What follows belongs to an exercise in optimizing a design on an open flow for small area, a short achievable clock period and few clock cycles; a production flow would make more cautious choices.
No functional check of the RTL was part of any run shown here.
Power is estimated from default activity; no workload was simulated.

### design.v
`default_nettype none
package hdc_pkg;
  localparam int unsigned HV_DIM     = 32;
  localparam int unsigned IM_DEPTH   = 16;
  localparam int unsigned IM_ADDR_W  = 4;
  localparam int unsigned COUNT_W    = 8;
  localparam int unsigned CSR_ADDR_W = 8;
  localparam int unsigned CSR_DATA_W = 32;
  typedef logic [HV_DIM-1:0]     hv_t;
  typedef logic [IM_ADDR_W-1:0]  im_addr_t;
  typedef logic [COUNT_W-1:0]    count_t;
  typedef logic [CSR_DATA_W-1:0] csr_data_t;
  typedef logic [CSR_ADDR_W-1:0] csr_addr_t;
  localparam csr_addr_t REG_CTRL      = 8'h00;
  localparam csr_addr_t REG_NUM_ITEMS = 8'h01;
  localparam csr_addr_t REG_BASE_A    = 8'h02;
  localparam csr_addr_t REG_BASE_B    = 8'h03;
  localparam csr_addr_t REG_STATUS    = 8'h04;
  localparam csr_addr_t REG_RESULT    = 8'h05;
  localparam csr_addr_t IM_WIN_BASE   = 8'h10;
  localparam int unsigned CTRL_START_BIT  = 0;
  localparam int unsigned STATUS_BUSY_BIT = 0;
  localparam int unsigned STATUS_DONE_BIT = 1;
endpackage
`default_nettype wire
`default_nettype none
module hdc_csr (
  input  logic      clk_i,
  input  logic      rst_i,
  input  logic      csr_we_i,
  input  logic      csr_re_i,
  input  hdc_pkg::csr_addr_t csr_addr_i,
  input  hdc_pkg::csr_data_t csr_wdata_i,
  input  logic      busy_i,
  input  logic      done_i,
  input  hdc_pkg::hv_t       result_i,
  output hdc_pkg::csr_data_t csr_rdata_o,
  output logic      csr_rvalid_o,
  output logic      start_o,         
  output logic      n_zero_o,        
  output hdc_pkg::count_t    num_items_o,
  output hdc_pkg::im_addr_t  base_a_o,
  output hdc_pkg::im_addr_t  dist_o
);
  hdc_pkg::im_addr_t  base_b_q;
  hdc_pkg::im_addr_t  wdata_a;
  hdc_pkg::csr_data_t rdata_d;
  assign wdata_a  = csr_wdata_i[hdc_pkg::IM_ADDR_W-1:0];
  assign start_o  = csr_we_i && (csr_addr_i == hdc_pkg::REG_CTRL) &&
                    csr_wdata_i[hdc_pkg::CTRL_START_BIT];
  assign n_zero_o = (num_items_o == '0);
  always_ff @(posedge clk_i) begin
    if (rst_i) begin
      num_items_o <= '0;
      base_a_o    <= '0;
      base_b_q    <= '0;
      dist_o      <= '0;
    end else if (csr_we_i) begin
      case (csr_addr_i)
        hdc_pkg::REG_NUM_ITEMS: num_items_o <= csr_wdata_i[hdc_pkg::COUNT_W-1:0];
        hdc_pkg::REG_BASE_A: begin
          base_a_o <= wdata_a;
          dist_o   <= base_b_q - wdata_a;
        end
        hdc_pkg::REG_BASE_B: begin
          base_b_q <= wdata_a;
          dist_o   <= wdata_a - base_a_o;
        end
        default: ;
      endcase
    end
  end
  always_comb begin
    rdata_d = '0;
    case (csr_addr_i)
      hdc_pkg::REG_NUM_ITEMS: rdata_d = hdc_pkg::csr_data_t'(num_items_o);
      hdc_pkg::REG_BASE_A:    rdata_d = hdc_pkg::csr_data_t'(base_a_o);
      hdc_pkg::REG_BASE_B:    rdata_d = hdc_pkg::csr_data_t'(base_b_q);
      hdc_pkg::REG_STATUS: begin
        rdata_d[hdc_pkg::STATUS_BUSY_BIT] = busy_i;
        rdata_d[hdc_pkg::STATUS_DONE_BIT] = done_i;
      end
      hdc_pkg::REG_RESULT:    rdata_d = result_i;
      default: ;
    endcase
  end
  always_ff @(posedge clk_i) begin
    if (rst_i) begin
      csr_rvalid_o <= 1'b0;
    end else begin
      csr_rvalid_o <= csr_re_i;
    end
  end
  always_ff @(posedge clk_i) begin
    csr_rdata_o <= rdata_d;
  end
endmodule
`default_nettype wire
`default_nettype none
module im_fetcher #(
  parameter int unsigned LANES = 16
) (
  input  logic [hdc_pkg::IM_DEPTH*hdc_pkg::HV_DIM-1:0] mem_i,
  input  logic [LANES-1:0]   grp_i,      
  input  hdc_pkg::count_t    num_items_i,
  input  hdc_pkg::im_addr_t  base_a_i,
  input  hdc_pkg::im_addr_t  dist_i,
  output logic [LANES*hdc_pkg::IM_DEPTH-1:0] y_o,
  output logic [hdc_pkg::IM_DEPTH-1:0]       mask_o
);
  localparam int unsigned D = hdc_pkg::IM_DEPTH;
  logic [D-1:0] therm, m1, m2, m4;
  for (genvar m = 0; m < D; m++) begin : g_mask
    assign therm[m]  = (num_items_i[hdc_pkg::IM_ADDR_W-1:0] > m);
    assign m1[m]     = base_a_i[0] ? therm[(m + D - 1) % D] : therm[m];
    assign m2[m]     = base_a_i[1] ? m1[(m + D - 2) % D]    : m1[m];
    assign m4[m]     = base_a_i[2] ? m2[(m + D - 4) % D]    : m2[m];
    assign mask_o[m] = base_a_i[3] ? m4[(m + D - 8) % D]    : m4[m];
  end
  for (genvar l = 0; l < LANES; l++) begin : g_lane
    logic [D-1:0] col, r1, r2, r4, r8;
    for (genvar m = 0; m < D; m++) begin : g_col
      assign col[m] = grp_i[l] ? mem_i[m*hdc_pkg::HV_DIM + LANES + l]
                            : mem_i[m*hdc_pkg::HV_DIM + l];
    end
    for (genvar m = 0; m < D; m++) begin : g_rot
      assign r1[m] = dist_i[0] ? col[(m + 1) % D] : col[m];
      assign r2[m] = dist_i[1] ? r1[(m + 2) % D]  : r1[m];
      assign r4[m] = dist_i[2] ? r2[(m + 4) % D]  : r2[m];
      assign r8[m] = dist_i[3] ? r4[(m + 8) % D]  : r4[m];
    end
    assign y_o[l*D +: D] = col ^ r8;
  end
endmodule
`default_nettype wire
`default_nettype none
module im_shared_mem (
  input  logic     clk_i,
  input  logic     csr_we_i,
  input  hdc_pkg::csr_addr_t csr_addr_i,
  input  hdc_pkg::csr_data_t csr_wdata_i,
  output logic [hdc_pkg::IM_DEPTH*hdc_pkg::HV_DIM-1:0] mem_o
);
  logic win_we;
  assign win_we = csr_we_i &&
                  (csr_addr_i[hdc_pkg::CSR_ADDR_W-1:hdc_pkg::IM_ADDR_W] ==
                   hdc_pkg::IM_WIN_BASE[hdc_pkg::CSR_ADDR_W-1:hdc_pkg::IM_ADDR_W]);
  for (genvar k = 0; k < hdc_pkg::IM_DEPTH; k++) begin : g_word
    always_ff @(posedge clk_i) begin
      if (win_we && (csr_addr_i[hdc_pkg::IM_ADDR_W-1:0] == k)) begin
        mem_o[k*hdc_pkg::HV_DIM +: hdc_pkg::HV_DIM] <= csr_wdata_i;
      end
    end
  end
endmodule
`default_nettype wire
`default_nettype none
module hv_bundler #(
  parameter int unsigned LANES = 16
) (
  input  logic   clk_i,
  input  logic   rst_i,
  input  logic   start_i,
  input  logic   n_zero_i,
  input  hdc_pkg::count_t num_items_i,
  input  logic [LANES*hdc_pkg::IM_DEPTH-1:0] y_i,
  input  logic [hdc_pkg::IM_DEPTH-1:0]       mask_i,
  output logic [LANES-1:0] grp_o,
  output logic   busy_o,
  output logic   done_o,
  output hdc_pkg::hv_t    qhv_o,
  output logic   qhv_valid_o
);
  localparam int unsigned D = hdc_pkg::IM_DEPTH;
  logic       ph1_q, ph2_q, ph3_q;
  logic       accept;
  logic [2:0]         qcap_q;    
  logic [2:0]         rhalf_q;   
  logic [4:0]         thr_q [9];   
  logic [LANES-1:0]   maj;
  logic [LANES-1:0]   part_q;
  assign accept = start_i && !n_zero_i && !ph1_q && !ph2_q;
  assign busy_o = ph1_q || ph2_q || ph3_q;
  logic [LANES-1:0] par_q;
  logic             par_dec_q;
  always_ff @(posedge clk_i) begin
    if (rst_i) begin
      par_q     <= '0;
      par_dec_q <= 1'b0;
    end else begin
      par_q     <= ~par_q;
      par_dec_q <= ~par_dec_q;
    end
  end
  assign grp_o = par_q;
  always_ff @(posedge clk_i) begin
    if (rst_i) begin
      ph1_q       <= 1'b0;
      ph2_q       <= 1'b0;
      ph3_q       <= 1'b0;
      done_o      <= 1'b0;
      qhv_valid_o <= 1'b0;
    end else begin
      ph1_q       <= accept;
      ph2_q       <= ph1_q;
      ph3_q       <= ph2_q;
      qhv_valid_o <= ph3_q;
      if (accept) begin
        done_o <= 1'b0;
      end else if (ph3_q) begin
        done_o <= 1'b1;
      end
    end
  end
  function automatic logic [2:0] popcount4(input logic [3:0] v);
    logic a, b, ac, bc, c;
    a  = v[0] ^ v[1];
    ac = v[0] & v[1];
    b  = v[2] ^ v[3];
    bc = v[2] & v[3];
    c  = a & b;
    popcount4 = {ac & bc, (ac ^ bc) | c, a ^ b};
  endfunction
  always_ff @(posedge clk_i) begin
    qcap_q  <= (num_items_i[7:6] != 2'd0) ? 3'd4 : {1'b0, num_items_i[5:4]};
    rhalf_q <= num_items_i[3:1];
  end
  for (genvar h = 0; h < 9; h++) begin : g_thr
    logic signed [7:0] t;
    assign t = $signed({5'b0, rhalf_q}) + 8'sd1 +
               $signed({5'b0, qcap_q}) * $signed(8'(8 - 2 * h));
    always_ff @(posedge clk_i) begin
      thr_q[h] <= (t < 0) ? 5'd0 : (t > 8'sd16) ? 5'd16 : t[4:0];
    end
  end
  for (genvar l = 0; l < LANES; l++) begin : g_lane
    logic [D-1:0] y, ym;
    logic [11:0]  all4_q, ext4_q;   
    logic [4:0]   s_all;
    logic [3:0]   s_ext;
    logic [8:0]   half_q;           
    logic [3:0]   ext_q;            
    logic [4:0]   thr;
    assign y  = y_i[l*D +: D];
    assign ym = y & mask_i;
    always_ff @(posedge clk_i) begin
      for (int g = 0; g < 4; g++) begin
        all4_q[3*g +: 3] <= popcount4(y[4*g +: 4]);
        ext4_q[3*g +: 3] <= popcount4(ym[4*g +: 4]);
      end
    end
    assign s_all = ({2'b0, all4_q[2:0]} + {2'b0, all4_q[5:3]}) +
                   ({2'b0, all4_q[8:6]} + {2'b0, all4_q[11:9]});
    assign s_ext = ({1'b0, ext4_q[2:0]} + {1'b0, ext4_q[5:3]}) +
                   ({1'b0, ext4_q[8:6]} + {1'b0, ext4_q[11:9]});
    always_ff @(posedge clk_i) begin
      for (int h = 0; h < 9; h++) half_q[h] <= (s_all[4:1] == 4'(h));
      ext_q <= s_ext;
    end
    always_comb begin
      thr = '0;
      for (int h = 0; h < 9; h++) thr = thr | (half_q[h] ? thr_q[h] : 5'd0);
    end
    assign maj[l] = ({1'b0, ext_q} >= thr);
  end
  always_ff @(posedge clk_i) begin
    if (ph2_q) part_q <= maj;
  end
  always_ff @(posedge clk_i) begin
    if (ph3_q) qhv_o <= par_dec_q ? {maj, part_q} : {part_q, maj};
  end
endmodule
`default_nettype wire
`default_nettype none
module hdc_encoder_top (
  input  logic      clk_i,
  input  logic      rst_i,
  input  logic      csr_we_i,
  input  logic      csr_re_i,
  input  hdc_pkg::csr_addr_t csr_addr_i,
  input  hdc_pkg::csr_data_t csr_wdata_i,
  output hdc_pkg::csr_data_t csr_rdata_o,
  output logic      csr_rvalid_o,
  output hdc_pkg::hv_t       qhv_o,
  output logic      qhv_valid_o
);
  localparam int unsigned LANES = hdc_pkg::HV_DIM / 2;
  logic     start, n_zero, busy, done;
  logic [hdc_pkg::HV_DIM/2-1:0] grp;
  hdc_pkg::count_t   num_items;
  hdc_pkg::im_addr_t base_a, ab_dist;
  logic [hdc_pkg::IM_DEPTH*hdc_pkg::HV_DIM-1:0] mem;
  logic [LANES*hdc_pkg::IM_DEPTH-1:0] y;
  logic [hdc_pkg::IM_DEPTH-1:0] mask;
  hdc_csr u_csr (
    .clk_i        ( clk_i        ), .rst_i        ( rst_i        ),
    .csr_we_i     ( csr_we_i     ), .csr_re_i     ( csr_re_i     ),
    .csr_addr_i   ( csr_addr_i   ), .csr_wdata_i  ( csr_wdata_i  ),
    .busy_i       ( busy         ), .done_i       ( done         ),
    .result_i     ( qhv_o        ), .csr_rdata_o  ( csr_rdata_o  ),
    .csr_rvalid_o ( csr_rvalid_o ), .start_o      ( start        ),
    .n_zero_o     ( n_zero       ), .num_items_o  ( num_items    ),
    .base_a_o     ( base_a       ), .dist_o       ( ab_dist         )
  );
  im_shared_mem u_mem (
    .clk_i ( clk_i ), .csr_we_i ( csr_we_i ), .csr_addr_i ( csr_addr_i ),
    .csr_wdata_i ( csr_wdata_i ), .mem_o ( mem )
  );
  im_fetcher #(.LANES(LANES)) u_fetch (
    .mem_i ( mem ), .grp_i ( grp ), .num_items_i ( num_items ),
    .base_a_i ( base_a ), .dist_i ( ab_dist ), .y_o ( y ), .mask_o ( mask )
  );
  hv_bundler #(.LANES(LANES)) u_bundler (
    .clk_i ( clk_i ), .rst_i ( rst_i ), .start_i ( start ),
    .n_zero_i ( n_zero ), .num_items_i ( num_items ), .y_i ( y ),
    .mask_i ( mask ), .grp_o ( grp ), .busy_o ( busy ), .done_o ( done ),
    .qhv_o ( qhv_o ), .qhv_valid_o ( qhv_valid_o )
  );
endmodule
`default_nettype wire
### run.sh
#!/bin/bash
# synth_recipe.tcl (not shown) runs the flow's synth.tcl, then flattens the netlist and writes it again
# the make line also repeats each setting of config.mk as NAME=value (left out here)
make -C /OpenROAD-flow-scripts/flow DESIGN_CONFIG=/design/flow/config.mk WORK_HOME=/design/flow/orfs CLKGATE_MAP_FILE= SYNTH_SCRIPT=/design/flow/synth_recipe.tcl finish
### config.mk
export PLATFORM = sky130hd
export DESIGN_NAME = hdc_encoder_top
export DESIGN_NICKNAME = hdc_encoder_top
export VERILOG_FILES = /design/flow/design.v
export SDC_FILE = /design/flow/constraint.sdc
export NUM_CORES = 4
export LEC_CHECK = 0
export CAP_MARGIN = 20
export CORE_MARGIN = 2
export CORE_UTILIZATION = 40
export SETUP_SLACK_MARGIN = 1.5
export SLEW_MARGIN = 20
### constraint.sdc
create_clock -name core_clock -period 5.0 [get_ports {clk_i}]
set_input_delay 1.0000 -clock core_clock [delete_from_list [all_inputs] [get_ports {clk_i}]]
set_output_delay 1.0000 -clock core_clock [all_outputs]
set_load 0.01 [all_outputs]
==> results.json, run 1 <==
{
  "synth_async_sr_flop_share": 0,
  "r2r_slack_ns": 1.49,
  "synth_compound_area_frac": 0.06627,
  "cts_buffer_depth": 3,
  "port_buffers": 109,
  "ys_ff_latch": 1277,
  "yosys_warnings": 4,
  "grt_pass1_wl_mm": 319.8,
  "worstSetupPathType": "flop to flop",
  "p_sw_frac": 0.3225,
  "worstReg2RegStart": "u_bundler.thr_q[4][2]$_DFF_P_",
  "die_w_um": 436.9,
  "cts-root-buf": "clkbuf_16",
  "insertion_delay_ns": 0.81,
  "hold_path_class": "flop to flop",
  "drt_iter0_drc": 5853,
  "synth_top_area_share": 0.2243,
  "cap_violations": 0,
  "min_period_over_period": 0.7018,
  "synth_mux_area_frac": 0.1983,
  "nFillCells": 16710,
  "synth_commonest_cells": "781 x ha_1, 717 x dfxtp_1, 560 x edfxtp_1",
  "rr_endpoint": "u_bundler.qhv_o[23]$_DFFE_PP_",
  "syn_nets": 6862,
  "cellLeakagePower_nw": 34.03,
  "drv_slew": 0,
  "synth_ff_type": "dfxtp_1",
  "yosysMostFrequentCell": "ha_1",
  "p_int_mw": 21.39,
  "grt_max_degree": 97,
  "synth_fa_ha_area_frac": 0.1715,
  "yosys.area.top_type": "edfxtp_1",
  "max_stage_delay_ns": 0.56,
  "ys_types": 64,
  "startpoint": "u_bundler.thr_q[4][2]$_DFF_P_",
  "rows": 158,
  "p_seq_frac": 0.390,
  "cp.required_ns": 5.51,
  "start_util": 0.4035,
  "start_kind": "flop",
  "period_needed_ns": 3.509,
  "skew_ns": 0.03897,
  "synth_simple_gate_area_frac": 0.06922,
  "grt_pass1_vias": 48810,
  "gp_congestion": 0.9227,
  "syn_avg_cell_area_um2": 12.74,
  "synth_xor_area_frac": 0.04257,
  "final-setup-viol-count": 0,
  "worstRegToRegCells": 9,
  "vias": 48280,
  "tritoncts": "yes",
  "synth_edf_count": 560,
  "clkPwrFrac": 0.339,
  "path_max_fanout": 9,
  "status": "timing/DRC/antenna clean",
  "setup_tns_ns": 0,
  "cts_buffers": 144,
  "combPwrFrac": 0.271,
  "netSwitchingPower_mw": 10.18,
  "dr.pass1.iters": 15,
  "cellPowerDensity_nw_per_um2": 375.4,
  "grt_antenna_before_repair": 13,
  "synth_area_um2": 74970,
  "fmax_mhz": 285.0,
  "holdPathStages": 1,
  "coreArea_um2": 185800,
  "ant_nets": 0,
  "slowest_stage": "a221oi_1",
  "htreeDepth": 4,
  "ir_worst_vdd_mv": 0.4460,
  "wl_per_cell_um": 25.13,
  "pin_count": 110,
  "tightest_slew_ns": 1.239,
  "cts.sinks": 1277,
  "path_clk_slew_ns": 0.07,
  "nNetsFinal": 6968,
  "grt_usage": 0.2235,
  "holdBufCountCts": 0,
  "cp.arrival_ns": 4.02,
  "crit_path_cell_trace": "buf_4 > a222oi_1 > nand3_1 > a221oi_1 > ha_1 > a21o_1 > a21oi_1 > nor2_1 > mux2_2",
  "die_h_um": 436.9,
  "totalWireLength_mm": 216.1,
  "ys_top_cells_by_area": "edfxtp_1 22%, dfxtp_1 19%, ha_1 13%",
  "drive_gt1_frac": 0.2002,
  "cp-end-kind": "flop",
  "synth_top_family_by_area": "multiplexers",
  "die_area_um2": 190900,
  "multi_input_area_um2": 41350,
  "relSlewSlack": 0.1732,
  "hpwl_mm": 155.9,
  "post_cts_buffers": 0,
  "whs_ns": 0.4550,
  "seq_area_frac_synth": 0.4157,
  "via_per_inst": 5.617,
  "finalHoldViolCount": 0,
  "seq_area_um2": 31220,
  "syn_inst": 5885,
  "rsz0062_at_grt": "false",
  "grt_overflow_total": 0,
  "drcViolationCount": 0,
  "area_growth_pct": 12.18,
  "crit_end": "u_bundler.qhv_o[23]$_DFFE_PP_"
}
-- power groups by stage --
stage	clock [mW]	combinational (mW)	sequential [mW]
3_3_place_gp	0	8.34	12.5
3_5_place_dp	0	8.52	12.5
4_1_cts	10.9	8.58	12.3
5_1_grt	11.3	9.60	12.3
2_1_floorplan	0	6.14	12.2
6_report	10.7	8.56	12.3
-- critical path: cells and delay by family, from the launching register on --
kind / cells / cell delay, ns
flops: 1 / 0.55
fa+ha+maj: 1 / 0.35
compound gates: 4 / 1.39
simple gates: 2 / 0.24
mux: 1 / 0.37
buf+inv: 1 / 0.32
-- layout make-up --
type / instances / share of cell area
antenna: 3 / 0.00008926
tap: 2480 / 0.03689
clock inverter: 79 / 0.009476
inverter: 324 / 0.01461
sequential: 1277 / 0.3712
multi-input combinational: 3999 / 0.4917
timing repair buffer: 245 / 0.02825
clock buffer: 189 / 0.04781
-- cells by family (layout without fill, tap and decap cells) --
logic type | after synthesis | count (layout)
flip-flops | 1277 | 1277
multiplexers | 1063 | 1063
AND/OR/NAND/NOR | 979 | 979
adder cells (fa/ha/maj) | 937 | 937
AO/OA/AOI/OAI | 659 | 659
buffers and inverters | 609 | 837
XOR/XNOR | 361 | 361
other | 0 | 3
-- state kept, by name, summed over array words and instances (netlist names), 3 cells and up --
name / cells
u_bundler.g_lane.ext4_q: 192
u_csr.base_a_o: 4
u_csr.num_items_o: 8
u_bundler.par_q: 16
u_bundler.g_lane.all4_q: 192
u_csr.base_b_q: 4
u_bundler.qhv_o: 32
u_bundler.qcap_q: 3
u_mem.mem_o: 512
u_csr.csr_rdata_o: 32
u_csr.dist_o: 4
u_bundler.thr_q: 44
u_bundler.rhalf_q: 3
u_bundler.g_lane.ext_q: 64
u_bundler.g_lane.half_q: 144
u_bundler.part_q: 16
-- cells in the final DEF, fill, tap and decap left out, types with 10 or more instances in the layout --
master and n:
a222oi_1 64, a22oi_1 180, nand2b_1 66, ha_1 781, nand4_1 20, nor2_1 215
a22o_1 21, xnor2_1 180, mux2_4 143, mux2_2 240, dfxtp_1 689, nand2_1 84
a21o_1 138, nor3_1 54, nor2_4 12, inv_1 321, a21oi_1 86, dfxtp_2 21
clkdlybuf4s50_1 107, edfxtp_1 560, and2_1 55, buf_4 114, bufinv_16 10, o21ai_0 23
clkbuf_16 151, o221a_2 10, buf_12 20, clkinv_2 27, clkbuf_1 28, fa_1 152
nand3_1 81, or2_2 128, a221oi_1 63, xor2_1 176, mux4_2 257, clkbuf_8 10
o31ai_1 17, nor2b_1 238, mux2i_1 419
-- per-stage QoR --
step             util  area [um^2]  power, mW  std cells  worst slack [ns]
3_3_place_gp   0.4260        79170      20.82       8325            0.9158
3_5_place_dp   0.4260        79170      21.01       8325            0.9693
6_report       0.4526        84110      31.57       8596             1.491
4_1_cts        0.4522        84030      31.74       8593             1.518
5_1_grt        0.4526        84100      33.23       8594             1.507
2_1_floorplan       -        74990      18.34       5885             1.385
-- how the worst min path moves through the flow --
stage                                                       from                                    end
after CTS                  u_bundler.g_lane[6].ext4_q[9]$_DFF_P_   u_bundler.g_lane[6].ext_q[0]$_DFF_P_
after detailed placement   u_bundler.g_lane[6].ext4_q[9]$_DFF_P_   u_bundler.g_lane[6].ext_q[0]$_DFF_P_
after floorplan                u_csr.num_items_o[1]$_SDFFE_PP0P_           u_bundler.rhalf_q[0]$_DFF_P_
after global routing       u_bundler.g_lane[4].ext4_q[9]$_DFF_P_   u_bundler.g_lane[4].ext_q[0]$_DFF_P_
after global placement     u_bundler.g_lane[5].ext4_q[9]$_DFF_P_   u_bundler.g_lane[5].ext_q[0]$_DFF_P_
final                     u_bundler.g_lane[11].ext4_q[9]$_DFF_P_  u_bundler.g_lane[11].ext_q[0]$_DFF_P_
-- layer usage --
metal / global-route usage / wire, um / vias up / share of wire
met5: 0 / 184 / - / 0.00085
li1: - / - / 21940 / -
met2: 0.3510 / 96580 / 2033 / 0.45
met1: 0.3017 / 93640 / 23800 / 0.43
met4: 0.07786 / 8295 / 13 / 0.038
met3: 0.05165 / 17360 / 496 / 0.080
-- what timing repair did --
| item | CTS | global route |
|---|---|---|
| pin swaps | 0 | 0 |
| endpoints found under the setup margin | 89 | 47 |
| hold endpoints to repair | 0 | 0 |
| resized for setup | 23 | 19 |
==> inputs of run 2 (changes only) <==
--- a/config.mk
+++ b/config.mk
@@ -7,2 +7,3 @@
 export LEC_CHECK = 0
+export ABC_AREA = 1
 export CAP_MARGIN = 20
==> results.json, run 2 <==
{
  "holdPathStages": 2,
  "start_util": 0.4014,
  "synth_edf_count": 560,
  "syn_nets": 10730,
  "drcViolationCount": 0,
  "setup_tns_ns": 0,
  "yosys.area.top_type": "edfxtp_1",
  "path_clk_slew_ns": 0.06,
  "grt_pass1_vias": 64980,
  "grt_max_degree": 173,
  "fmax_mhz": 286.7,
  "grt_pass1_wl_mm": 401.4,
  "area_growth_pct": 11.75,
  "ys_ff_latch": 1277,
  "finalHoldViolCount": 0,
  "cap_violations": 0,
  "ys_top_cells_by_area": "edfxtp_1 22%, dfxtp_1 18%, nand3_1 16%",
  "synth_area_um2": 78020,
  "drv_slew": 0,
  "syn_avg_cell_area_um2": 8.004,
  "wl_per_cell_um": 21.77,
  "cp.arrival_ns": 4.12,
  "rsz0062_at_grt": "false",
  "ys_types": 45,
  "grt_usage": 0.2677,
  "whs_ns": 0.4289,
  "synth_commonest_cells": "2,423 x nand3_1, 2,281 x nand2_1, 1,046 x inv_1",
  "cp.required_ns": 5.63,
  "gp_congestion": 0.9787,
  "via_per_inst": 5.536,
  "grt_overflow_total": 0,
  "tritoncts": "yes",
  "die_h_um": 445.6,
  "rows": 162,
  "cts_buffers": 148,
  "layout_common_cells": "2,423 x nand3_1, 2,281 x nand2_1, 1,044 x inv_1",
  "pin_count": 110,
  "worstRegToRegCells": 9,
  "max_flop_register": "u_mem.mem_o",
  "worstSetupPathType": "flop to flop",
  "drt_iter0_drc": 7710,
  "die_area_um2": 198600,
  "cts-root-buf": "clkbuf_16",
  "syn_inst": 9748,
  "ant_nets": 0,
  "drive_gt1_frac": 0.05660,
  "largest_registers": "u_mem.mem_o x512, u_bundler.g_lane.all4_q x192, u_bundler.g_lane.ext4_q x192",
  "nNetsFinal": 10710,
  "totalWireLength_mm": 270.1,
  "insertion_delay_ns": 0.82,
  "cellPowerDensity_nw_per_um2": 398.1,
  "final-setup-viol-count": 0,
  "dr.pass1.iters": 9,
  "seq_area_frac_synth": 0.3995,
  "port_buffers": 109,
  "die_w_um": 445.6,
  "period_needed_ns": 3.488,
  "synth_top_area_share": 0.2155,
  "tightest_slew_ns": 1.319,
  "min_period_over_period": 0.6976,
  "synth_ff_type": "dfxtp_1",
  "htreeDepth": 4,
  "grt_antenna_before_repair": 23,
  "cellLeakagePower_nw": 41.87,
  "yosys_warnings": 4,
  "holdBufCountCts": 0,
  "coreArea_um2": 194400,
  "cp-end-kind": "flop",
  "hpwl_mm": 195.1,
  "cts.sinks": 1277,
  "status": "timing/DRC/antenna clean",
  "hold_path_class": "flop to flop",
  "largest_reg_flops": 512,
  "yosysMostFrequentCell": "nand3_1",
  "vias": 68670,
  "path_max_fanout": 12,
  "dp_slack_ns": 1.423,
  "final_common_cell": "nand3_1",
  "ir_worst_vdd_mv": 0.3607,
  "skew_ns": 0.02768,
  "cts_buffer_depth": 3,
  "start_kind": "flop",
  "synth_async_sr_flop_share": 0,
  "fin_ws_ns": 1.512,
  "relSlewSlack": 0.1197
}
==> run 2: changes by cell type in the layout (fill, tap and decap cells not counted), moves of 91 or more <==
| cell | delta |
|---|---|
| a21o_1 | -138 |
| a22oi_1 | -178 |
| inv_1 | +723 |
| mux2_2 | -240 |
| mux2_4 | -143 |
| mux2i_1 | -417 |
| mux4_2 | -257 |
| nand2_1 | +2197 |
| nand3_1 | +2342 |
| nor2_1 | +285 |
| nor2b_1 | -238 |
| o21ai_0 | +91 |
| xnor2_1 | -93 |
| xor2_1 | -150 |
==> run 2: logic make-up (layout without fill, tap and decap cells) <==
family / count (synthesis) / count (layout) / share of synthesized area
multiplexers: 2 / 2 / 0.0002566
adder cells (fa/ha/maj): 933 / 933 / 0.1643
buffers and inverters: 1452 / 1562 / 0.07350
other: 0 / 4 / 0
XOR/XNOR: 114 / 114 / 0.01280
AO/OA/AOI/OAI: 471 / 471 / 0.03757
flip-flops: 1277 / 1277 / 0.3995
AND/OR/NAND/NOR: 5499 / 5499 / 0.3121
==> run 2: timing repair <==
action / 4_1_cts / 5_1_grt
resized for setup: 1 / 17
buffers inserted: 0 / 2
endpoints found under the setup margin: 16 / 75
pin swaps: 0 / 1
==> run 2: worst max-delay path, stage by stage, from the launching register on <==
cell and delay [ns]:
dfxtp_1 0.41, inv_1 0.67, o22ai_1 0.15, a2111oi_0 0.51, ha_1 0.20, a21boi_0 0.16
o21ai_0 0.09, a21oi_1 0.90, nand2_1 0.09, o21ai_0 0.12
==> run 2: layer usage <==
metal / wire (um) / track usage / up-vias
met5: 47 / 0 / -
met2: 117300 / 0.4152 / 3155
met4: 13330 / 0.1233 / 6
met1: 114500 / 0.3572 / 32200
li1: - / - / 32700
met3: 24850 / 0.05543 / 610
==> run 2: final cells by class <==
class | count | area, um^2
fillers | 18790 | 107200
multi-input cells | 7019 | 41300
flip-flops and latches | 1277 | 31200
clock buffers | 206 | 4298
inverters | 1058 | 4005
well taps | 2542 | 3181
repair buffers | 228 | 2420
clock inverters | 70 | 768.2
diodes | 4 | 10.01
==> run 2: final timing paths <==
check,startpoint,to,slack (ns)
setup / recovery,u_bundler.thr_q[1][2]$_SDFF_PN0_,u_bundler.qhv_o[14]$_DFFE_PP_,1.51
hold / removal,u_bundler.ph1_q$_SDFF_PP0_,u_bundler.ph2_q$_SDFF_PP0_,0.43
setup reg to reg,u_bundler.thr_q[1][2]$_SDFF_PN0_,u_bundler.qhv_o[14]$_DFFE_PP_,1.51
hold reg to reg,u_bundler.ph1_q$_SDFF_PP0_,u_bundler.ph2_q$_SDFF_PP0_,0.43
==> run 2: power by group <==
group	internal, mW	total [mW]	switching [mW]
registers	11.8	12.4	0.591
logic	3.50	11.1	7.62
clock network	6.67	11.2	4.56
==> run 2: metrics by stage <==
step / utilization / cells / total power, mW / area, um^2
floorplan: - / 9748 / 19.51 / 78020
global placement: 0.4219 / 12120 / 23.18 / 82010
detailed placement: 0.4220 / 12120 / 23.60 / 82020
CTS: 0.4480 / 12400 / 34.84 / 87090
global route: 0.4485 / 12400 / 36.92 / 87180
finish: 0.4485 / 12400 / 34.71 / 87180
==> inputs of run 3 (changes only) <==
--- a/config.mk
+++ b/config.mk
@@ -7,3 +7,2 @@
 export LEC_CHECK = 0
-export ABC_AREA = 1
 export CAP_MARGIN = 20
@@ -11,3 +10,3 @@
 export CORE_UTILIZATION = 40
-export SETUP_SLACK_MARGIN = 1.5
+export SETUP_SLACK_MARGIN = 1.8
 export SLEW_MARGIN = 20
==> results.json, run 3 <==
{
  "synth_async_sr_flop_share": 0,
  "largest_registers": "u_mem.mem_o x512, u_bundler.g_lane.all4_q x192, u_bundler.g_lane.ext4_q x192",
  "status": "timing/DRC/antenna clean",
  "htreeDepth": 4,
  "start_kind": "primary input",
  "grt_pass1_wl_mm": 328.4,
  "final_util": 0.4691,
  "total_power_mw": 32.17,
  "totalWireLength_mm": 233.6,
  "ir_worst_vdd_mv": 0.3210,
  "cp-end-kind": "flop",
  "path_clk_slew_ns": 0.06,
  "synth_ff_type": "dfxtp_1",
  "ys_types": 64,
  "grt_usage": 0.2316,
  "drv_slew": 0,
  "max_stage_delay_ns": 0.82,
  "max_flop_register": "u_mem.mem_o",
  "start_util": 0.4035,
  "grt_pass1_vias": 48870,
  "syn_nets": 6862,
  "synth_fa_ha_area_frac": 0.1715,
  "finalHoldViolCount": 0,
  "synth_commonest_cells": "781 x ha_1, 717 x dfxtp_1, 560 x edfxtp_1",
  "dr.pass1.iters": 14,
  "cts_buffer_depth": 3,
  "holdBufCountCts": 0,
  "grt_overflow_total": 0,
  "min_period_over_period": 0.6448,
  "gp_congestion": 0.9159,
  "cp.required_ns": 5.43,
  "ys_ff_latch": 1277,
  "relSlewSlack": 0.1067,
  "grt_max_degree": 98,
  "cts_buffers": 143,
  "rows": 158,
  "ys_top_cells_by_area": "edfxtp_1 22%, dfxtp_1 19%, ha_1 13%",
  "setup_tns_ns": 0,
  "synth_compound_area_frac": 0.06627,
  "hpwl_mm": 153.6,
  "tritoncts": "yes",
  "syn_inst": 5885,
  "drt_iter0_drc": 5805,
  "tightest_slew_ns": 1.338,
  "largest_reg_flops": 512,
  "vias": 50250,
  "coreArea_um2": 185800,
  "synth_top_area_share": 0.2243,
  "seq_area_frac_synth": 0.4157,
  "cts-root-buf": "clkbuf_16",
  "crit_path_cell_trace": "clkdlybuf4s50_1 > nor2_2 > nand2_1 > nor2_4 > buf_4",
  "insertion_delay_ns": 0.81,
  "hold_path_class": "flop to flop",
  "drive_gt1_frac": 0.2465,
  "synth_mux_area_frac": 0.1983,
  "grt_antenna_before_repair": 16,
  "ant_nets": 0,
  "synth_xor_area_frac": 0.04257,
  "via_per_inst": 5.753,
  "nFillCells": 16420,
  "synth_top_family_by_area": "multiplexers",
  "dpl_cell_area_um2": 78640,
  "die_w_um": 436.9,
  "final-setup-viol-count": 0,
  "drcViolationCount": 0,
  "fmax_mhz": 310.2,
  "path_max_fanout": 32,
  "multi_input_area_um2": 42220,
  "port_buffers": 109,
  "area_growth_pct": 16.27,
  "die_area_um2": 190900,
  "cellLeakagePower_nw": 35.46,
  "final_cells": 8734,
  "die_h_um": 436.9,
  "yosys_warnings": 4,
  "wl_per_cell_um": 26.75,
  "cts.sinks": 1277,
  "final_common_cell": "ha_1",
  "slowest_stage": "clkdlybuf4s50_1",
  "yosysMostFrequentCell": "ha_1",
  "cellPowerDensity_nw_per_um2": 369.1,
  "finish.instance_area_um2": 87170,
  "syn_avg_cell_area_um2": 12.74,
  "nNetsFinal": 7109,
  "synth_area_um2": 74970,
  "synth_simple_gate_area_frac": 0.06922,
  "pin_count": 110,
  "synth_edf_count": 560,
  "cap_violations": 0,
  "rsz0062_at_grt": "true",
  "worstSetupPathType": "primary input to flop",
  "cp.arrival_ns": 3.65,
  "period_needed_ns": 3.224,
  "layout_common_cells": "765 x ha_1, 668 x dfxtp_1, 560 x edfxtp_1",
  "skew_ns": 0.07013,
  "yosys.area.top_type": "edfxtp_1",
  "seq_area_um2": 31290,
  "placedCellCount": 8259
}
[run 3: changes by cell type after synthesis, moves of 94 or more]
cell	change
xnor2_1	+94
mux2_4	+142
nand2_1	-2196
xor2_1	+149
nand3_1	-2342
a22oi_1	+178
mux2_2	+241
mux2i_1	+419
a21o_1	+139
nor2b_1	+238
nor2_1	-289
inv_1	-725
mux4_2	+257
[run 3: kinds of logic (layout without fill, tap and decap cells)]
kind of cell / count (synthesis) / after routing
DFF: 1277 / 1277
muxes: 1063 / 1063
and+or+nand+nor: 979 / 979
adders and majority gates: 937 / 937
AOI/OAI and AO/OA: 659 / 659
buffers and inverters: 609 / 976
xor gates and xnor gates: 361 / 361
other: 0 / 2
[run 3: where the power goes]
part | internal, mW | leakage, nW | switching (mW)
Combinational | 3.67 | 22.1 | 5.50
Sequential | 11.7 | 10.9 | 0.565
Clock | 6.22 | 2.41 | 4.56
[run 3: final timing paths]
path | from | end | slack (ns) | depth (start not counted)
worst max-delay path | csr_addr_i[1] | u_mem.mem_o[145]$_DFFE_PP_ | 1.78 | 5
worst min-delay path | u_bundler.g_lane[10].ext4_q[9]$_DFF_P_ | u_bundler.g_lane[10].ext_q[0]$_DFF_P_ | 0.46 | 1
worst max register to register | u_bundler.thr_q[1][2]$_SDFF_PN0_ | u_bundler.qhv_o[18]$_DFFE_PP_ | 1.79 | 8
worst min register to register | u_bundler.g_lane[10].ext4_q[9]$_DFF_P_ | u_bundler.g_lane[10].ext_q[0]$_DFF_P_ | 0.46 | 1
[run 3: what timing repair did]
item / CTS / global route
gates cloned: 12 / 17
buffers inserted: 36 / 143
resized for setup: 95 / 255
pin swaps: 10 / 78
endpoints found under the setup margin: 369 / 115
endpoints found under the hold margin: 0 / 0
[run 3: cell type report]
class	count	share of cell area
antenna	2	0.00005741
clock buffer	209	0.04846
clock inverter	56	0.007923
inverter	324	0.01430
multi-input combinational	3999	0.4843
sequential	1277	0.3589
tap	2480	0.03560
timing repair buffer	383	0.04960
timing repair inverter	4	0.0008181
[run 3: metal layers]
| layer | part of all wire | vias up | global-route usage |
|---|---|---|---|
| li1 | - | 22220 | - |
| met1 | 0.43 | 24950 | 0.3222 |
| met2 | 0.44 | 2509 | 0.3563 |
| met3 | 0.092 | 556 | 0.05054 |
| met4 | 0.039 | 14 | 0.07798 |
| met5 | 0.00040 | - | 0 |
[run 3: critical path: cells and delay by family]
| kind | cells | cell delay, ns |
|---|---|---|
| AND/OR/NAND/NOR | 3 | 1.15 |
| buffers and inverters | 2 | 1.44 |
[run 3: metrics by stage]
stage | worst slack (ns) | hold WS (ns)
6_report | 1.776 | 0.4552
5_1_grt | 1.728 | 0.4751
4_1_cts | 1.784 | 0.4580
3_5_place_dp | 0.8734 | 0.4446
3_3_place_gp | 0.8678 | 0.4449
2_1_floorplan | 1.385 | 0.3290
==> inputs of run 4 (changes only) <==
--- a/config.mk
+++ b/config.mk
@@ -7,2 +7,3 @@
 export LEC_CHECK = 0
+export ABC_AREA = 1
 export CAP_MARGIN = 20
@@ -10,3 +11,3 @@
 export CORE_UTILIZATION = 40
-export SETUP_SLACK_MARGIN = 1.8
+export SETUP_SLACK_MARGIN = 1.9
 export SLEW_MARGIN = 20
==> results.json, run 4 <==
{
  "nNetsFinal": 10760,
  "cpMostUsedCell": "nand2_1",
  "synth_commonest_cells": "2,423 x nand3_1, 2,281 x nand2_1, 1,046 x inv_1",
  "drt_iter0_drc": 7678,
  "grt_pass1_vias": 65210,
  "rr_endpoint": "u_bundler.qhv_o[18]$_DFFE_PP_",
  "final_util": 0.4529,
  "synth_async_sr_flop_share": 0,
  "slowest_stage": "dfxtp_1",
  "vias": 68930,
  "min_period_over_period": 0.6165,
  "tritoncts": "yes",
  "p_int_mw": 22.02,
  "die_w_um": 445.6,
  "syn_inst": 9748,
  "grt_overflow_total": 0,
  "grt_usage": 0.2700,
  "path_clk_slew_ns": 0.06,
  "yosys.area.top_type": "edfxtp_1",
  "ys_types": 45,
  "cp.arrival_ns": 3.59,
  "die_area_um2": 198600,
  "synth_edf_count": 560,
  "final_cells": 12450,
  "clkPwrFrac": 0.321,
  "hold_end": "u_bundler.ph2_q$_SDFF_PP0_",
  "syn_avg_cell_area_um2": 8.004,
  "cellPowerDensity_nw_per_um2": 396.6,
  "setup_tns_ns": 0,
  "gp_congestion": 0.9787,
  "seq_area_um2": 31230,
  "min_from": "u_bundler.ph1_q$_SDFF_PP0_",
  "via_per_inst": 5.536,
  "hpwl_mm": 195.1,
  "ir_worst_vdd_mv": 0.3608,
  "cap_violations": 0,
  "yosys_warnings": 4,
  "cts-root-buf": "clkbuf_16",
  "synth_area_um2": 78020,
  "rows": 162,
  "startpoint": "u_bundler.thr_q[6][0]$_SDFF_PP0_",
  "drcViolationCount": 0,
  "worstReg2RegStart": "u_bundler.thr_q[6][0]$_SDFF_PP0_",
  "dr.pass1.iters": 8,
  "status": "timing/DRC/antenna clean",
  "rsz0062_at_grt": "false",
  "die_h_um": 445.6,
  "area_growth_pct": 12.84,
  "synth_top_area_share": 0.2155,
  "nFillCells": 18730,
  "drive_gt1_frac": 0.06673,
  "netSwitchingPower_mw": 12.89,
  "cts_buffer_depth": 3,
  "period_needed_ns": 3.083,
  "ys_ff_latch": 1277,
  "cellLeakagePower_nw": 42.20,
  "start_kind": "flop",
  "drv_slew": 0,
  "cp-end-kind": "flop",
  "yosysMostFrequentCell": "nand3_1",
  "cts.sinks": 1277,
  "final_common_cell": "nand3_1",
  "total_power_mw": 34.92,
  "syn_nets": 10730,
  "multi_input_area_um2": 41440,
  "cts_buffers": 148,
  "grt_max_degree": 173,
  "synth_ff_type": "dfxtp_1",
  "holdPathStages": 2,
  "finalHoldViolCount": 0,
  "path_max_fanout": 13,
  "wl_per_cell_um": 21.97,
  "port_buffers": 109,
  "skew_ns": 0.02708,
  "ys_top_cells_by_area": "edfxtp_1 22%, dfxtp_1 18%, nand3_1 16%",
  "relSlewSlack": 0.1387,
  "placedCellCount": 12120,
  "htreeDepth": 4,
  "cp.required_ns": 5.50,
  "insertion_delay_ns": 0.82,
  "layout_common_cells": "2,423 x nand3_1, 2,279 x nand2_1, 1,027 x inv_1",
  "p_seq_frac": 0.354,
  "largest_registers": "u_mem.mem_o x512, u_bundler.g_lane.all4_q x192, u_bundler.g_lane.ext4_q x192",
  "coreArea_um2": 194400,
  "worstRegToRegCells": 11,
  "largest_reg_flops": 512,
  "grt_antenna_before_repair": 25,
  "r2r_slack_ns": 1.92,
  "final-setup-viol-count": 0,
  "whs_ns": 0.4277,
  "seq_area_frac_synth": 0.3995,
  "grt_pass1_wl_mm": 404.0,
  "hold_path_class": "flop to flop",
  "totalWireLength_mm": 273.5,
  "tightest_slew_ns": 1.290,
  "fmax_mhz": 324.4,
  "p_sw_frac": 0.3692,
  "start_util": 0.4014,
  "max_flop_register": "u_mem.mem_o",
  "pin_count": 110,
  "worstSetupPathType": "flop to flop",
  "crit_path_cell_trace": "buf_4 > nand2_1 > nand4_1 > ha_1 > inv_1 > a21boi_0 > o21a_1 > o21ai_0 > nand2_1 > nand2_1 > o21ai_0",
  "max_stage_delay_ns": 1.03,
  "ant_nets": 0,
  "combPwrFrac": 0.324
}
## run 4: changes by cell type in the layout (fill, tap and decap cells not counted), moves of 88 or more
cell	delta
a21o_1	-138
mux2i_1	-342
nor2_1	+284
nand3_1	+2343
o21ai_0	+91
nand2_1	+2196
nor2b_1	-205
a22oi_1	-178
mux2_2	-211
mux2_4	-172
xnor2_1	-88
mux4_2	-257
inv_1	+707
xor2_1	-138
## run 4: how the worst max path moves through the flow
stage | to | slack [ns] | cells after the start
detailed placement | u_bundler.g_lane[0].ext4_q[7]$_DFF_P_ | 1.42 | 9
global route | u_bundler.g_lane[12].ext4_q[1]$_DFF_P_ | 1.89 | 11
global placement | u_csr.dist_o[3]$_SDFFE_PP0P_ | 1.48 | 10
CTS | u_bundler.g_lane[8].ext4_q[4]$_DFF_P_ | 1.90 | 12
finish | u_bundler.qhv_o[18]$_DFFE_PP_ | 1.92 | 11
floorplan | u_mem.mem_o[0]$_DFFE_PP_ | 1.57 | 3
## run 4: layout make-up
type,count,share of cell area
multi-input cells,7019,0.4707
flip-flops and latches,1277,0.3547
clock buffers,206,0.04882
inverters,1058,0.04663
well taps,2542,0.03613
repair buffers,276,0.03418
clock inverters,70,0.008726
diodes,4,0.0001137
## run 4: power groups by stage
stage	logic, mW	clock network [mW]	registers (mW)
2_1_floorplan	7.19	0	12.3
3_3_place_gp	10.6	0	12.6
3_5_place_dp	11.0	0	12.6
4_1_cts	11.1	11.4	12.3
5_1_grt	12.8	11.8	12.4
6_report	11.3	11.2	12.4
## run 4: through the flow
| stage | cell area, um^2 | setup WS [ns] |
|---|---|---|
| final | 88040 | 1.917 |
| after global routing | 88030 | 1.893 |
| after CTS | 87490 | 1.899 |
| after detailed placement | 82020 | 1.423 |
| after global placement | 82010 | 1.479 |
| after floorplan | 78020 | 1.569 |
## run 4: kinds of logic (layout without fill, tap and decap cells)
family / count (synthesis) / after routing / synth area share
other: 0 / 4 / 0
AO/OA/AOI/OAI: 471 / 471 / 0.03757
multiplexers: 2 / 2 / 0.0002566
flip-flops: 1277 / 1277 / 0.3995
buffers and inverters: 1452 / 1610 / 0.07350
XOR/XNOR: 114 / 114 / 0.01280
adder cells (fa/ha/maj): 933 / 933 / 0.1643
AND/OR/NAND/NOR: 5499 / 5499 / 0.3121
## run 4: worst max-delay path: cells and delay by family, from the launching register on
| family | cells | cell delay, ns |
|---|---|---|
| flops | 1 | 1.03 |
| simple gates | 4 | 0.64 |
| compound gates | 4 | 0.50 |
| buf+inv | 2 | 0.36 |
| fa+ha+maj | 1 | 0.25 |
## run 4: routing by layer
layer | share of wire | up-vias | wire [um] | global-route usage
met3 | 0.090 | 622 | 24720 | 0.05390
met4 | 0.049 | 6 | 13370 | 0.1256
met1 | 0.42 | 32400 | 116000 | 0.3590
met2 | 0.44 | 3127 | 119300 | 0.4212
li1 | - | 32780 | - | -
met5 | 0.00017 | - | 47 | 0
## run 4: what timing repair did
item / in CTS / in global routing
setup endpoints to repair: 289 / 212
setup buffers: 16 / 31
gates cloned: 2 / 1
pin swaps: 4 / 4
hold buffers: 0 / 0
gates resized for setup: 48 / 61
==> inputs of run 5 (changes only) <==
--- a/config.mk
+++ b/config.mk
@@ -7,3 +7,2 @@
 export LEC_CHECK = 0
-export ABC_AREA = 1
 export CAP_MARGIN = 20
@@ -11,3 +10,3 @@
 export CORE_UTILIZATION = 40
-export SETUP_SLACK_MARGIN = 1.9
+export SETUP_SLACK_MARGIN = 2.1
 export SLEW_MARGIN = 20
==> results.json, run 5 <==
{
  "max_stage_delay_ns": 0.54,
  "holdBufCountCts": 0,
  "relSlewSlack": 0.1413,
  "synth_top_area_share": 0.2243,
  "die_w_um": 436.9,
  "cts_buffers": 141,
  "pin_count": 110,
  "tritoncts": "yes",
  "htreeDepth": 4,
  "synth_ff_type": "dfxtp_1",
  "grt_antenna_before_repair": 7,
  "path_max_fanout": 8,
  "cts-root-buf": "clkbuf_16",
  "start_util": 0.4035,
  "die_h_um": 436.9,
  "syn_avg_cell_area_um2": 12.74,
  "nNetsFinal": 7520,
  "grt.busiest_layer": "met2",
  "start_kind": "flop",
  "final_cells": 9143,
  "slowest_stage": "mux4_2",
  "gr-usage-met1": 0.3596,
  "cellLeakagePower_nw": 39.27,
  "coreArea_um2": 185800,
  "via_per_inst": 5.740,
  "status": "timing/DRC/antenna clean",
  "synth_async_sr_flop_share": 0,
  "die_area_um2": 190900,
  "yosys_warnings": 4,
  "gp_congestion": 0.9369,
  "final_common_cell": "dfxtp_1",
  "whs_ns": 0.4630,
  "grt_pass1_vias": 52300,
  "ys_types": 64,
  "port_buffers": 109,
  "seq_area_frac_synth": 0.4157,
  "synth_edf_count": 560,
  "crit_path_cell_trace": "buf_12 > mux2_4 > mux4_2 > mux2i_2 > mux2i_1 > xor2_2 > nor2b_2 > ha_2 > ha_4 > or2_4",
  "drive_gt1_frac": 0.4346,
  "syn_nets": 6862,
  "cp.arrival_ns": 3.91,
  "totalWireLength_mm": 245.1,
  "min_period_over_period": 0.6459,
  "finish.instance_area_um2": 101600,
  "fmax_mhz": 309.6,
  "yosys.area.top_type": "edfxtp_1",
  "r2r_slack_ns": 1.77,
  "path_clk_slew_ns": 0.06,
  "nFillCells": 14560,
  "final-setup-viol-count": 0,
  "dpl_cell_area_um2": 79090,
  "rows": 158,
  "ys_ff_latch": 1277,
  "skew_ns": 0.03243,
  "tightest_slew_ns": 1.286,
  "setup_tns_ns": 0,
  "ant_nets": 0,
  "gr-usage-met3": 0.05010,
  "cts_buffer_depth": 3,
  "drt_iter0_drc": 6352,
  "grtUsageMet2": 0.3613,
  "max_flop_register": "u_mem.mem_o",
  "syn_inst": 5885,
  "largest_registers": "u_mem.mem_o x512, u_bundler.g_lane.all4_q x192, u_bundler.g_lane.ext4_q x192",
  "hpwl_mm": 164.6,
  "period_needed_ns": 3.230,
  "synth_area_um2": 74970,
  "vias": 52480,
  "finalHoldViolCount": 0,
  "largest_reg_flops": 512,
  "wl_per_cell_um": 26.81,
  "grt_pass1_wl_mm": 351.5,
  "hold_path_class": "flop to flop",
  "drcViolationCount": 0,
  "drv_slew": 0,
  "yosysMostFrequentCell": "ha_1",
  "area_growth_pct": 35.47,
  "cellPowerDensity_nw_per_um2": 328.6,
  "cp-end-kind": "flop",
  "dr.pass1.iters": 12,
  "insertion_delay_ns": 0.81,
  "ys_top_cells_by_area": "edfxtp_1 22%, dfxtp_1 19%, ha_1 13%",
  "placedCellCount": 8326,
  "worstSetupPathType": "flop to flop",
  "cts.sinks": 1277,
  "grt_overflow_total": 0,
  "grt_max_degree": 81,
  "ir_worst_vdd_mv": 0.3614,
  "rsz0062_at_grt": "true",
  "grt_usage": 0.2459,
  "synth_commonest_cells": "781 x ha_1, 717 x dfxtp_1, 560 x edfxtp_1",
  "layout_common_cells": "654 x dfxtp_1, 560 x edfxtp_1, 446 x buf_4",
  "cap_violations": 0,
  "cp.required_ns": 5.68
}
==> run 5: where the power goes <==
part / total (mW) / switching (mW) / internal, mW
clock: 10.9 / 4.58 / 6.36
combinational: 10.2 / 5.58 / 4.60
sequential: 12.2 / 0.585 / 11.7
==> run 5: repair_timing <==
item	4_1_cts	5_1_grt
endpoints found under the setup margin	698	751
resized for setup	1471	679
buffers inserted	378	138
endpoints found under the hold margin	0	0
pin swaps	489	367
cloned	36	2
==> run 5: logic make-up after synthesis <==
kind of cell / after synthesis / synth area share
adders and majority gates: 937 / 0.1715
and+or+nand+nor: 979 / 0.06922
buffers and inverters: 609 / 0.03640
AOI/OAI and AO/OA: 659 / 0.06627
muxes: 1063 / 0.1983
DFF: 1277 / 0.4157
xor gates and xnor gates: 361 / 0.04257
==> run 5: area by class of cell <==
class                      instances  area [um^2]  share of cell area
inverter                         324         1236             0.01217
clock inverter                    75         1003            0.009880
multi-input combinational       4001        52520              0.5171
antenna                            2        5.005          0.00004928
sequential                      1277        31330              0.3085
tap                             2480         3103             0.03055
timing repair buffer             795         8374             0.08245
clock buffer                     186         3916             0.03856
timing repair inverter             3        76.32           0.0007515
==> run 5: worst max-delay path, delay by kind of cell, from the launching register on <==
| kind | cells | cell delay (ns) |
|---|---|---|
| buffers and inverters | 1 | 0.16 |
| adder cells (fa/ha/maj) | 2 | 0.47 |
| XOR/XNOR | 1 | 0.37 |
| AND/OR/NAND/NOR | 2 | 0.46 |
| multiplexers | 4 | 1.23 |
| flip-flops | 1 | 0.41 |
==> run 5: per-layer routing <==
metal	part of all wire	routed length, um
met4	0.037	8982
met5	0.000053	13
met1	0.45	110400
met2	0.43	105300
met3	0.083	20460
==> run 5: stage by stage <==
step	utilization	power [mW]	worst slack, ns
2_1_floorplan	-	18.34	1.922
3_3_place_gp	0.4256	20.64	0.9161
3_5_place_dp	0.4256	20.85	0.9759
4_1_cts	0.5191	32.86	1.863
5_1_grt	0.5466	35.03	1.749
6_report	0.5466	33.37	1.770
==> run 5: final timing paths <==
kind                                                        startpoint                                     to  cells after the start
worst max-delay path                     u_bundler.par_q[5]$_SDFF_PP0_  u_bundler.g_lane[5].ext4_q[7]$_DFF_P_                     10
worst min-delay path            u_bundler.g_lane[15].ext4_q[9]$_DFF_P_  u_bundler.g_lane[15].ext_q[0]$_DFF_P_                      1
worst max register to register           u_bundler.par_q[5]$_SDFF_PP0_  u_bundler.g_lane[5].ext4_q[7]$_DFF_P_                     10
worst min register to register  u_bundler.g_lane[15].ext4_q[9]$_DFF_P_  u_bundler.g_lane[15].ext_q[0]$_DFF_P_                      1
==> inputs of run 6 (changes only) <==
--- a/config.mk
+++ b/config.mk
@@ -7,2 +7,3 @@
 export LEC_CHECK = 0
+export ABC_AREA = 1
 export CAP_MARGIN = 20
==> results.json, run 6 <==
{
  "critPathTopFamily": "simple AND/OR/NAND/NOR gates",
  "cts_buffer_depth": 3,
  "grt_max_degree": 146,
  "worstReg2RegStart": "u_csr.dist_o[3]$_SDFFE_PP0P_",
  "startpoint": "u_csr.dist_o[3]$_SDFFE_PP0P_",
  "cap_violations": 0,
  "ir_worst_vdd_mv": 0.3979,
  "grt_overflow_total": 0,
  "worstSetupPathDepth": 10,
  "via_per_inst": 5.649,
  "ys_top_cells_by_area": "edfxtp_1 22%, dfxtp_1 18%, nand3_1 16%",
  "r2r_slack_ns": 2.00,
  "largest_reg_flops": 512,
  "cellPowerDensity_nw_per_um2": 371.8,
  "final-setup-viol-count": 0,
  "syn_nets": 10730,
  "grt_pass1_vias": 66160,
  "path_max_fanout": 80,
  "path_clk_slew_ns": 0.06,
  "synth_area_um2": 78020,
  "crit_path_cell_trace": "clkinv_8 > buf_12 > nand3_1 > nand2_1 > nand2_1 > nand2_1 > nor2_4 > ha_1 > ha_1 > or2_2",
  "start_kind": "flop",
  "die_h_um": 445.6,
  "vias": 70830,
  "slowest_stage": "dfxtp_4",
  "final_cells": 12540,
  "dr.pass1.iters": 9,
  "seq_area_frac_synth": 0.3995,
  "start_util": 0.4014,
  "insertion_delay_ns": 0.83,
  "synth_top_area_share": 0.2155,
  "status": "timing/DRC/antenna clean",
  "period_needed_ns": 3.004,
  "cts.sinks": 1277,
  "synth_commonest_cells": "2,423 x nand3_1, 2,281 x nand2_1, 1,046 x inv_1",
  "cp.required_ns": 5.70,
  "syn_avg_cell_area_um2": 8.004,
  "ant_nets": 0,
  "grt_antenna_before_repair": 12,
  "fmax_mhz": 332.9,
  "cp-end-kind": "flop",
  "cts_buffers": 144,
  "worstRegToRegCells": 10,
  "crit_end": "u_bundler.g_lane[6].ext4_q[7]$_DFF_P_",
  "drive_gt1_frac": 0.1186,
  "area_growth_pct": 17.28,
  "cp.arrival_ns": 3.70,
  "cpMostUsedCell": "nand2_1",
  "min_period_over_period": 0.6008,
  "rows": 162,
  "cellLeakagePower_nw": 43.36,
  "wl_per_cell_um": 23.01,
  "placedCellCount": 12140,
  "setup_tns_ns": 0,
  "worstSetupPathType": "flop to flop",
  "grt_pass1_wl_mm": 404.3,
  "synth_async_sr_flop_share": 0,
  "yosys.area.top_type": "edfxtp_1",
  "total_power_mw": 34.02,
  "nNetsFinal": 10850,
  "layout_common_cells": "2,223 x nand2_1, 2,066 x nand3_1, 1,026 x inv_1",
  "ys_types": 45,
  "relSlewSlack": 0.2736,
  "die_area_um2": 198600,
  "tightest_slew_ns": 1.088,
  "totalWireLength_mm": 288.5,
  "hpwl_mm": 190.0,
  "max_flop_register": "u_mem.mem_o",
  "drcViolationCount": 0,
  "final_util": 0.4707,
  "nFillCells": 18460,
  "port_buffers": 109,
  "yosys_warnings": 4,
  "skew_ns": 0.03634,
  "gp_congestion": 0.9697,
  "ys_ff_latch": 1277,
  "yosysMostFrequentCell": "nand3_1",
  "max_stage_delay_ns": 0.50,
  "synth_ff_type": "dfxtp_1",
  "syn_inst": 9748,
  "finalHoldViolCount": 0,
  "grt_usage": 0.2705,
  "crit_buf_inv": 2,
  "die_w_um": 445.6,
  "largest_registers": "u_mem.mem_o x512, u_bundler.g_lane.all4_q x192, u_bundler.g_lane.ext4_q x192",
  "rsz0062_at_grt": "true",
  "pin_count": 110,
  "tritoncts": "yes",
  "final_common_cell": "nand2_1",
  "drv_slew": 0,
  "drt_iter0_drc": 7801,
  "cts-root-buf": "clkbuf_16",
  "htreeDepth": 4,
  "coreArea_um2": 194400,
  "hold_path_class": "flop to flop",
  "synth_edf_count": 560,
  "rr_endpoint": "u_bundler.g_lane[6].ext4_q[7]$_DFF_P_"
}
[run 6: cell count changes after synthesis, sizes merged, moves of 104 or more]
cell   previous run  this run
a21o            139         0
o21ai            29       133
nand3            81      2423
xor2            176        27
nor2            227       520
mux2i           421         2
inv             324      1052
mux2            385         0
a22oi           180         2
nand2            85      2292
nor2b           238         0
mux4            257         0
[run 6: worst min path at each step]
stage	depth (start not counted)	slack (ns)	from	to
final	2	0.42	u_bundler.ph1_q$_SDFF_PP0_	u_bundler.ph2_q$_SDFF_PP0_
after global routing	2	0.44	u_bundler.ph1_q$_SDFF_PP0_	u_bundler.ph2_q$_SDFF_PP0_
after CTS	2	0.43	u_bundler.ph1_q$_SDFF_PP0_	u_bundler.ph2_q$_SDFF_PP0_
after detailed placement	2	0.42	u_bundler.ph1_q$_SDFF_PP0_	u_bundler.ph2_q$_SDFF_PP0_
after global placement	2	0.42	u_bundler.ph1_q$_SDFF_PP0_	u_bundler.ph2_q$_SDFF_PP0_
after floorplan	0	0.33	u_csr.num_items_o[2]$_SDFFE_PP0P_	u_bundler.rhalf_q[1]$_DFF_P_
[run 6: cell type report]
class	count	area, um^2	area share
Multi-Input combinational cell	7019	43540	0.4758
Sequential cell	1277	31280	0.3418
Timing Repair Buffer	360	4385	0.04793
Inverter	1058	4110	0.04492
Clock buffer	196	4101	0.04483
Tap cell	2542	3181	0.03476
Clock inverter	72	799.5	0.008738
Timing Repair inverter	8	97.59	0.001067
Antenna cell	5	12.51	0.0001367
[run 6: repair_timing]
item	in CTS	in global routing
gates cloned	11	31
pin swaps	10	51
resized for setup	118	546
buffers inserted	34	52
hold buffers	0	0
setup endpoints to repair	903	302
hold endpoints to repair	0	0
[run 6: kinds of logic (layout without fill, tap and decap cells)]
| family | Yosys count | in the layout | share of synthesized area |
|---|---|---|---|
| simple gates | 5499 | 5499 | 0.3121 |
| buf+inv | 1452 | 1694 | 0.07350 |
| flops | 1277 | 1277 | 0.3995 |
| fa+ha+maj | 933 | 933 | 0.1643 |
| compound gates | 471 | 471 | 0.03757 |
| xor+xnor | 114 | 114 | 0.01280 |
| mux | 2 | 2 | 0.0002566 |
| other cells | 0 | 5 | 0 |
[run 6: power breakdown]
part | switching, mW | leakage (nW) | internal, mW | total (mW)
clock network | 4.53 | 2.38 | 6.46 | 11.0
registers | 0.604 | 10.9 | 11.8 | 12.4
logic | 7.08 | 30.1 | 3.58 | 10.7
total | 12.2 | 43.4 | 21.8 | 34.0
[run 6: per-layer routing]
layer	part of all wire	track usage	vias to the layer above	wire, um
met2	0.44	0.4327	3561	128300
met3	0.10	0.05951	855	28910
met1	0.39	0.3422	33410	112700
met5	0.00014	0	-	39
met4	0.064	0.1390	6	18540
li1	-	-	32990	-
[run 6: through the flow]
step | instance area [um^2] | hold slack [ns] | setup slack [ns]
finish | 91500 | 0.4246 | 1.996
CTS | 87910 | 0.4269 | 1.966
global placement | 82000 | 0.4215 | 0.8982
floorplan | 78060 | 0.3258 | 2.033
detailed placement | 82000 | 0.4195 | 0.8282
global route | 91490 | 0.4389 | 1.957
[run 6: worst reg2reg max path, cell delays in order (launching register included)]
cell and delay, ns:
dfxtp_4 0.50, clkinv_8 0.33, buf_12 0.53, nand3_1 0.25, nand2_1 0.07, nand2_1 0.05
nand2_1 0.22, nor2_4 0.22, ha_1 0.26, ha_1 0.17, or2_2 0.29
==> inputs of run 7 (changes only) <==
--- a/config.mk
+++ b/config.mk
@@ -11,3 +11,3 @@
 export CORE_UTILIZATION = 40
-export SETUP_SLACK_MARGIN = 2.1
+export SETUP_SLACK_MARGIN = 2.3
 export SLEW_MARGIN = 20
==> results.json, run 7 <==
{
  "grt_pass1_vias": 68300,
  "synth_async_sr_flop_share": 0,
  "yosys_warnings": 4,
  "grt_pass1_wl_mm": 425.0,
  "fin_ws_ns": 2.092,
  "cp.required_ns": 5.69,
  "grt_overflow_total": 0,
  "total_power_mw": 34.78,
  "setup_tns_ns": 0,
  "dr.pass1.iters": 7,
  "seq_area_frac_synth": 0.3995,
  "p_sw_frac": 0.3618,
  "insertion_delay_ns": 0.83,
  "cts-root-buf": "clkbuf_16",
  "cts_buffer_depth": 3,
  "ys_ff_latch": 1277,
  "ys_types": 45,
  "drv_slew": 0,
  "hold_path_class": "flop to flop",
  "skew_ns": 0.03598,
  "dpl_cell_area_um2": 82000,
  "clkPwrFrac": 0.317,
  "final_common_cell": "nand2_1",
  "ir_worst_vdd_mv": 0.3948,
  "min_period_over_period": 0.5815,
  "yosys.area.top_type": "edfxtp_1",
  "tritoncts": "yes",
  "syn_nets": 10730,
  "cellLeakagePower_nw": 44.96,
  "pin_count": 110,
  "fmax_mhz": 343.9,
  "startpoint": "u_csr.dist_o[0]$_SDFFE_PP0P_",
  "nFillCells": 17920,
  "cellPowerDensity_nw_per_um2": 360.5,
  "finish.instance_area_um2": 96470,
  "cp-end-kind": "flop",
  "path_clk_slew_ns": 0.06,
  "period_needed_ns": 2.908,
  "port_buffers": 109,
  "slowest_stage": "dfxtp_4",
  "ys_top_cells_by_area": "edfxtp_1 22%, dfxtp_1 18%, nand3_1 16%",
  "worstSetupPathType": "flop to flop",
  "start_util": 0.4014,
  "via_per_inst": 5.737,
  "cp.arrival_ns": 3.59,
  "min_from": "u_bundler.ph1_q$_SDFF_PP0_",
  "final_util": 0.4963,
  "cap_violations": 0,
  "start_kind": "flop",
  "worstReg2RegStart": "u_csr.dist_o[0]$_SDFFE_PP0P_",
  "netSwitchingPower_mw": 12.58,
  "largest_reg_flops": 512,
  "rsz0062_at_grt": "true",
  "cts.sinks": 1277,
  "nNetsFinal": 10940,
  "grt_antenna_before_repair": 15,
  "synth_edf_count": 560,
  "die_h_um": 445.6,
  "syn_avg_cell_area_um2": 8.004,
  "yosysMostFrequentCell": "nand3_1",
  "p_seq_frac": 0.356,
  "combPwrFrac": 0.328,
  "rows": 162,
  "drcViolationCount": 0,
  "die_area_um2": 198600,
  "synth_ff_type": "dfxtp_1",
  "drt_iter0_drc": 8363,
  "ant_nets": 0,
  "dp_slack_ns": 0.8282,
  "gp_congestion": 0.9697,
  "wl_per_cell_um": 24.11,
  "synth_commonest_cells": "2,423 x nand3_1, 2,281 x nand2_1, 1,046 x inv_1",
  "cts_buffers": 144,
  "holdBufCountCts": 0,
  "die_w_um": 445.6,
  "totalWireLength_mm": 304.7,
  "hpwl_mm": 190.0,
  "area_growth_pct": 23.65,
  "max_stage_delay_ns": 0.38,
  "path_max_fanout": 7,
  "grt_usage": 0.2868,
  "relSlewSlack": 0.2764,
  "syn_inst": 9748,
  "status": "timing/DRC/antenna clean",
  "p_int_mw": 22.20,
  "htreeDepth": 4,
  "final-setup-viol-count": 0,
  "max_flop_register": "u_mem.mem_o",
  "synth_top_area_share": 0.2155,
  "tightest_slew_ns": 1.084,
  "crit_buf_inv": 7,
  "coreArea_um2": 194400,
  "crit_path_cell_trace": "buf_12 > buf_16 > buf_16 > buf_12 > buf_16 > buf_12 > nand3_4 > nand3_4 > nand3_4 > nand3_2 > nand2_1 > nand2_1 > nand2_2 > inv_1 > ha_1 > ha_4 > or2_2",
  "layout_common_cells": "2,120 x nand2_1, 1,881 x nand3_1, 996 x inv_1",
  "largest_registers": "u_mem.mem_o x512, u_bundler.g_lane.all4_q x192, u_bundler.g_lane.ext4_q x192",
  "vias": 72520,
  "finalHoldViolCount": 0,
  "synth_area_um2": 78020,
  "drive_gt1_frac": 0.1780,
  "grt_max_degree": 114,
  "critPathTopFamily": "buffers and inverters"
}
[run 7: cell types whose count changed in the layout (fill, tap and decap cells not counted), sizes merged]
| cell | previous run | this run |
|---|---|---|
| clkdlybuf4s50 | 104 | 50 |
| dlymetal6s2s | 0 | 17 |
| nand2 | 2292 | 2293 |
| buf | 231 | 324 |
| clkdlybuf4s15 | 0 | 2 |
| bufbuf | 0 | 7 |
| clkbuf | 217 | 213 |
| dlygate4sd2 | 4 | 39 |
| diode | 5 | 11 |
| inv | 1048 | 1047 |
| clkinv | 46 | 47 |
[run 7: kinds of logic after synthesis]
| kind of cell | after synthesis | synth area share |
|---|---|---|
| multiplexers | 2 | 0.0002566 |
| adder cells (fa/ha/maj) | 933 | 0.1643 |
| AND/OR/NAND/NOR | 5499 | 0.3121 |
| XOR/XNOR | 114 | 0.01280 |
| AO/OA/AOI/OAI | 471 | 0.03757 |
| buffers and inverters | 1452 | 0.07350 |
| flip-flops | 1277 | 0.3995 |
[run 7: cell type report]
type                    instances  area [um^2]  share of cell area
repair buffers                456         5993             0.06213
clock buffers                 196         4101             0.04252
clock inverters                72        799.5            0.008288
repair inverters                8        96.34           0.0009987
multi-input cells            7020        46800              0.4851
well taps                    2542         3181             0.03297
inverters                    1058         4153             0.04305
diodes                         11        27.53           0.0002853
flip-flops and latches       1277        31320              0.3246
[run 7: tightest hold or removal path: stages (launching register included)]
cell and delay, ns:
dfxtp_1 0.29, inv_1 0.05, nor2_1 0.04
[run 7: worst paths after layout]
path / end / slack [ns] / depth (start not counted)
worst max-delay path: u_bundler.g_lane[4].all4_q[10]$_DFF_P_ / 2.09 / 17
worst min-delay path: u_bundler.ph2_q$_SDFF_PP0_ / 0.42 / 2
worst max register to register: u_bundler.g_lane[4].all4_q[10]$_DFF_P_ / 2.09 / 17
worst min register to register: u_bundler.ph2_q$_SDFF_PP0_ / 0.42 / 2
[run 7: timing repair]
item,in CTS,in global routing
pin swaps,205,239
setup buffers,87,75
cloned,40,23
setup endpoints to repair,1060,316
hold endpoints to repair,0,0
resized for setup,738,773
[run 7: layer usage]
layer  global-route usage  wire length (um)  up-vias
met3              0.06483             30520     1088
met5                    0               102        -
met2               0.4546            133700     3980
met1               0.3546            116900    34200
met4               0.1748             23500       14
li1                     -                 -    33240
[run 7: power by group through the flow]
stage / clock network (mW) / registers, mW / logic (mW)
4_1_cts: 11.1 / 12.3 / 10.8
6_report: 11.0 / 12.4 / 11.4
5_1_grt: 11.5 / 12.4 / 12.7
2_1_floorplan: 0 / 12.3 / 7.19
3_3_place_gp: 0 / 12.6 / 9.94
3_5_place_dp: 0 / 12.6 / 10.3
[run 7: metrics by stage]
stage | instances | hold WS [ns]
final | 12640 | 0.4248
after CTS | 12530 | 0.4269
after floorplan | 9748 | 0.3258
after detailed placement | 12140 | 0.4195
after global placement | 12140 | 0.4215
after global routing | 12630 | 0.4389

Check on run 7: ideal ports give 2.092 ns setup slack; a clkbuf_16 on the clock port and buf_2 on the inputs give 2.092 ns; moving port delays by the midpoint clock arrival (0.905 ns) as well gives 1.578 ns.
